From an optimization exercise on the open Yosys and OpenROAD flow, aimed at small area, a short achievable clock period and few clock cycles; shortcuts taken in it are not production practice.
Function was checked by simulation only, so behaviour that the tests miss may differ from the original.
Power figures rest on the tool's default switching activity, not on a simulated workload.

Setup of Q:
==> flow/design.v <==
package ram_skeleton_pkg;
  localparam logic [3:0] HEAD_TYPE_ID = 4'd5;
  localparam int         MAX_BANKS    = 4;
  localparam int         BANK_W       = 2;
  function automatic logic [11:0] bist_pattern(input logic [11:0] seed,
                                               input logic [6:0]  index,
                                               input logic        pass);
    logic [11:0] p;
    p = seed ^ {5'd0, index};
    bist_pattern = pass ? ~p : p;
  endfunction
endpackage
module ram_aoi222 (input logic a0, s0, a1, s1, a2, s2, output logic y);
  assign y = !((a0 && s0) || (a1 && s1) || (a2 && s2));
endmodule
module ram_aoi22 (input logic a0, s0, a1, s1, output logic y);
  assign y = !((a0 && s0) || (a1 && s1));
endmodule
module ram_a22o (input logic a0, b0, a1, b1, output logic y);
  assign y = (a0 && b0) || (a1 && b1);
endmodule
module ram_nand4 (input logic a, b, c, d, output logic y);
  assign y = !(a && b && c && d);
endmodule
module ram_nand3 (input logic a, b, c, output logic y);
  assign y = !(a && b && c);
endmodule
module ram_nor4 (input logic a, b, c, d, output logic y);
  assign y = !(a || b || c || d);
endmodule
module ram_nor3 (input logic a, b, c, output logic y);
  assign y = !(a || b || c);
endmodule
module skeleton_ram_bist
#(
  parameter int BITWIDTH_IN   = 12,
  parameter int BITWIDTH_SYS  = 16,
  parameter int BITWIDTH_HEAD = 26,
  parameter int BITWIDTH_ADR  = 6,
  parameter int NUM_BANKS     = 2
) (
  input  logic                     CLK_SYS,
  input  logic                     RSTN,
  input  logic                     EN,
  input  logic                     TRGG_START_CALC,
  input  logic                     MODE,
  input  logic                     RnW,
  input  logic [1:0]               BANK_SEL,
  input  logic [BITWIDTH_ADR-1:0]  ADR,
  input  logic [BITWIDTH_SYS-1:0]  DATA_IN,
  output logic [BITWIDTH_SYS-1:0]  DATA_OUT,
  output logic [BITWIDTH_HEAD-1:0] DATA_HEAD,
  output logic                     RDY,
  output logic                     ERR
);
  localparam int IN    = BITWIDTH_IN;    
  localparam int SYS   = BITWIDTH_SYS;   
  localparam int NW    = 128;            
  localparam int NG    = 43;             
  localparam int NQ    = 11;             
  localparam int CNT_W = 9;              
  logic              rdy_q;       
  logic              busy_q;      
  logic              rd_q;        
  logic              pass_q;
  logic              done_q;      
  logic              fin_q;       
  logic [6:0]        idx_q;
  logic [IN-1:0]     seed_q;
  logic              cmp_q, cmp_pass_q;
  logic [6:0]        cmp_idx_q;
  logic [CNT_W-1:0]  cnt_q;
  logic [SYS-1:0]    data_out_q;
  logic              err_q;
  logic [IN-1:0]     mem [NW];
  logic              accept, man_wr, man_rd, idx_last;
  logic              we, out_en, mismatch;
  logic [IN-1:0]     mem_din, pattern, exp_word, word;
  logic [7:0]        lo_m, lo_b;
  logic [15:0]       hi_m, hi_b;
  logic [NW-1:0]     sel;
  assign accept   = rdy_q && EN && TRGG_START_CALC;
  assign man_wr   = accept && !MODE && RnW;
  assign man_rd   = accept && !MODE && !RnW;
  assign idx_last = &idx_q;
  assign pattern  = ram_skeleton_pkg::bist_pattern(seed_q, idx_q, pass_q);
  assign exp_word = ram_skeleton_pkg::bist_pattern(seed_q, cmp_idx_q, cmp_pass_q);
  assign mismatch = cmp_q && (data_out_q[SYS-1 -: IN] != exp_word);
  for (genvar a = 0; a < 8; a++) begin : g_lo
    assign lo_m[a] = rdy_q && (ADR[2:0] == 3'(a));
  end
  for (genvar b = 0; b < 16; b++) begin : g_hi
    assign hi_m[b] = !BANK_SEL[1] && ({BANK_SEL[0], ADR[5:3]} == 4'(b));
  end
  assign we      = busy_q ? (!rd_q && !done_q && !fin_q) : (EN && TRGG_START_CALC && !MODE && RnW);
  assign mem_din = busy_q ? pattern : DATA_IN[SYS-1 -: IN];
  for (genvar i = 0; i < NW; i++) begin : g_word
    ram_a22o u_sel (.a0(lo_m[i % 8]), .b0(hi_m[i / 8]), .a1(lo_b[i % 8]), .b1(hi_b[i / 8]), .y(sel[i]));
    always_ff @(posedge CLK_SYS) begin
      if (we && sel[i]) mem[i] <= mem_din;
    end
  end
  for (genvar b = 0; b < IN; b++) begin : g_bit
    logic [NG-1:0] aoi_n;
    logic [NQ-1:0] q;
    logic [2:0]    r_n;
    for (genvar g = 0; g < NG - 1; g++) begin : g_grp
      ram_aoi222 u_aoi (.a0(mem[3*g][b]), .s0(sel[3*g]), .a1(mem[3*g+1][b]), .s1(sel[3*g+1]),
                        .a2(mem[3*g+2][b]), .s2(sel[3*g+2]), .y(aoi_n[g]));
    end
    if (b < CNT_W - 4) begin : g_last_cnt
      ram_aoi222 u_aoi (.a0(mem[NW-2][b]), .s0(sel[NW-2]), .a1(mem[NW-1][b]), .s1(sel[NW-1]),
                        .a2(cnt_q[b+4]), .s2(fin_q), .y(aoi_n[NG-1]));
    end else begin : g_last
      ram_aoi22 u_aoi (.a0(mem[NW-2][b]), .s0(sel[NW-2]), .a1(mem[NW-1][b]), .s1(sel[NW-1]),
                       .y(aoi_n[NG-1]));
    end
    for (genvar k = 0; k < NQ - 1; k++) begin : g_q
      ram_nand4 u_nand (.a(aoi_n[4*k]), .b(aoi_n[4*k+1]), .c(aoi_n[4*k+2]), .d(aoi_n[4*k+3]), .y(q[k]));
    end
    ram_nand3 u_nand_l (.a(aoi_n[40]), .b(aoi_n[41]), .c(aoi_n[42]), .y(q[NQ-1]));
    ram_nor4  u_nor0 (.a(q[0]), .b(q[1]), .c(q[2]), .d(q[3]), .y(r_n[0]));
    ram_nor4  u_nor1 (.a(q[4]), .b(q[5]), .c(q[6]), .d(q[7]), .y(r_n[1]));
    ram_nor3  u_nor2 (.a(q[8]), .b(q[9]), .c(q[10]),          .y(r_n[2]));
    ram_nand3 u_out  (.a(r_n[0]), .b(r_n[1]), .c(r_n[2]),     .y(word[b]));
  end
  assign out_en = man_rd || (busy_q && rd_q && !done_q) || fin_q || (!rdy_q && !busy_q);
  always_ff @(posedge CLK_SYS) begin
    if (out_en) data_out_q <= {word, fin_q ? cnt_q[3:0] : 4'b0000};
  end
  always_ff @(posedge CLK_SYS or negedge RSTN) begin
    if (!RSTN) begin
      rdy_q  <= 1'b0;
      busy_q <= 1'b0;
      fin_q  <= 1'b0;
      err_q  <= 1'b0;
    end else begin
      busy_q <= busy_d;
      fin_q  <= fin_d;
      rdy_q  <= !busy_d;
      if (!busy_q) begin
        if (accept && MODE) err_q <= 1'b0;
      end else if (mismatch) begin
        err_q <= 1'b1;
      end
    end
  end
  logic       busy_d, rd_d, pass_d, done_d, fin_d;
  logic [6:0] idx_d;
  always_comb begin
    busy_d = busy_q;
    fin_d  = fin_q;
    rd_d   = rd_q;
    pass_d = pass_q;
    done_d = done_q;
    idx_d  = idx_q;
    if (!busy_q) begin
      busy_d = accept && MODE;
      fin_d  = 1'b0;
      rd_d   = 1'b0;
      pass_d = 1'b0;
      done_d = 1'b0;
      idx_d  = '0;
    end else if (fin_q) begin
      busy_d = 1'b0;
      fin_d  = 1'b0;
    end else if (done_q) begin
      done_d = 1'b0;
      fin_d  = 1'b1;
    end else begin
      idx_d = idx_q + 7'd1;
      if (idx_last) begin
        rd_d = !rd_q;
        if (rd_q) begin
          pass_d = 1'b1;
          if (pass_q) done_d = 1'b1;
        end
      end
    end
  end
  always_ff @(posedge CLK_SYS) begin
    rd_q   <= rd_d;
    pass_q <= pass_d;
    done_q <= done_d;
    idx_q  <= idx_d;
    if (!busy_q) begin
      cnt_q  <= '0;
      seed_q <= DATA_IN[SYS-1 -: IN];
    end else if (mismatch) begin
      cnt_q <= cnt_q + CNT_W'(1);
    end
    cmp_q      <= busy_q && rd_q && !done_q && !fin_q;
    cmp_idx_q  <= idx_q;
    cmp_pass_q <= pass_q;
  end
  for (genvar a = 0; a < 8; a++) begin : g_lo_b
    always_ff @(posedge CLK_SYS or negedge RSTN) begin
      if (!RSTN) lo_b[a] <= 1'b0;
      else       lo_b[a] <= busy_d && !fin_d && (idx_d[2:0] == 3'(a));
    end
  end
  for (genvar b = 0; b < 16; b++) begin : g_hi_b
    always_ff @(posedge CLK_SYS) hi_b[b] <= (idx_d[6:3] == 4'(b));
  end
  assign DATA_OUT  = data_out_q;
  assign RDY       = rdy_q;
  assign ERR       = err_q;
  assign DATA_HEAD = BITWIDTH_HEAD'({ram_skeleton_pkg::HEAD_TYPE_ID, 6'(BITWIDTH_ADR), 2'(NUM_BANKS - 1),
                                     4'd0, 5'(BITWIDTH_IN), 5'(BITWIDTH_IN)});
endmodule
clock: 5.0 ns
lec_check: 0
cap_margin: 20
core_margin: 2
core_utilization: 40
setup_slack_margin: 2.4
slew_margin: 20
synth_hierarchical: 1
run.sh (not shown) runs the stock make flow with config.mk's settings and CLKGATE_MAP_FILE= SYNTH_SCRIPT=/design/flow/synth_recipe.tcl, a recipe that flattens the netlist after the stock synthesis.
Testbench counts of Q, summed over its fixed seeds: cycles 3,200.
[inputs] P vs Q
--- a/flow/design.v
+++ b/flow/design.v
@@ -94,13 +94,18 @@
   end
   assign we      = busy_q ? (!rd_q && !done_q && !fin_q) : (EN && TRGG_START_CALC && !MODE && RnW);
   assign mem_din = busy_q ? pattern : DATA_IN[SYS-1 -: IN];
   for (genvar i = 0; i < NW; i++) begin : g_word
     ram_a22o u_sel (.a0(lo_m[i % 8]), .b0(hi_m[i / 8]), .a1(lo_b[i % 8]), .b1(hi_b[i / 8]), .y(sel[i]));
-    always_ff @(posedge CLK_SYS) begin
-      if (we && sel[i]) mem[i] <= mem_din;
-    end
+    logic          wsel, wsel_n;
+    logic [IN-1:0] nxt;
+    assign wsel   = we && sel[i];
+    assign wsel_n = !wsel;
+    for (genvar b = 0; b < IN; b++) begin : g_hold
+      ram_a22o u_hold (.a0(mem[i][b]), .b0(wsel_n), .a1(mem_din[b]), .b1(wsel), .y(nxt[b]));
+    end
+    always_ff @(posedge CLK_SYS) mem[i] <= nxt;
   end
   for (genvar b = 0; b < IN; b++) begin : g_bit
     logic [NG-1:0] aoi_n;
     logic [NQ-1:0] q;
     logic [2:0]    r_n;
As far as flip-flop and latch count goes, Q and P are indistinguishable; the numbers are identical. The core utilization of the finished layout in P sits 1.9 points above the value recorded for Q. Post-layout minimum cycle time up 0.048 ns in P wrt Q. Min final critical-path share of the clock period across Q and P: Q. Total power, Q and P: lower on Q. [P] met3 usage rose 1.5 points relative to Q. Higher portion of total power attributed to the clock network among Q and P: P. Sequential power was lower in P than in Q.
Testbench counts of P, summed over its fixed seeds: cycles 3,200.

==> afterwards: timing with drivers on the ports <==
The results above use ideal ports. As a check the final layouts listed here were re-extracted and re-timed, cells and wires unchanged. Step 1 assumes that a clkbuf_16 drives the clock port and a buf_2 every other input. Step 2 times the ports against the registers' clock, not the clock port: input delays grow and output delays shrink by t, the midpoint of the rising clock arrivals with the driver on. Three values: no drivers, after step 1, after step 2; two values: the first two.
run	t (ns)	slack for setup (ns)	worst hold slack (ns)
Q	0.867	1.779 / 1.777 / 0.910	0.469 / 0.469 / 0.469
P	0.866	1.731 / 1.658 / 0.792	0.429 / 0.429 / 0.429
After both steps every run listed still meets setup and hold. For P, which loses most, drivers alone change the setup slack by -0.073 ns; drivers and shift together by -0.939 ns.
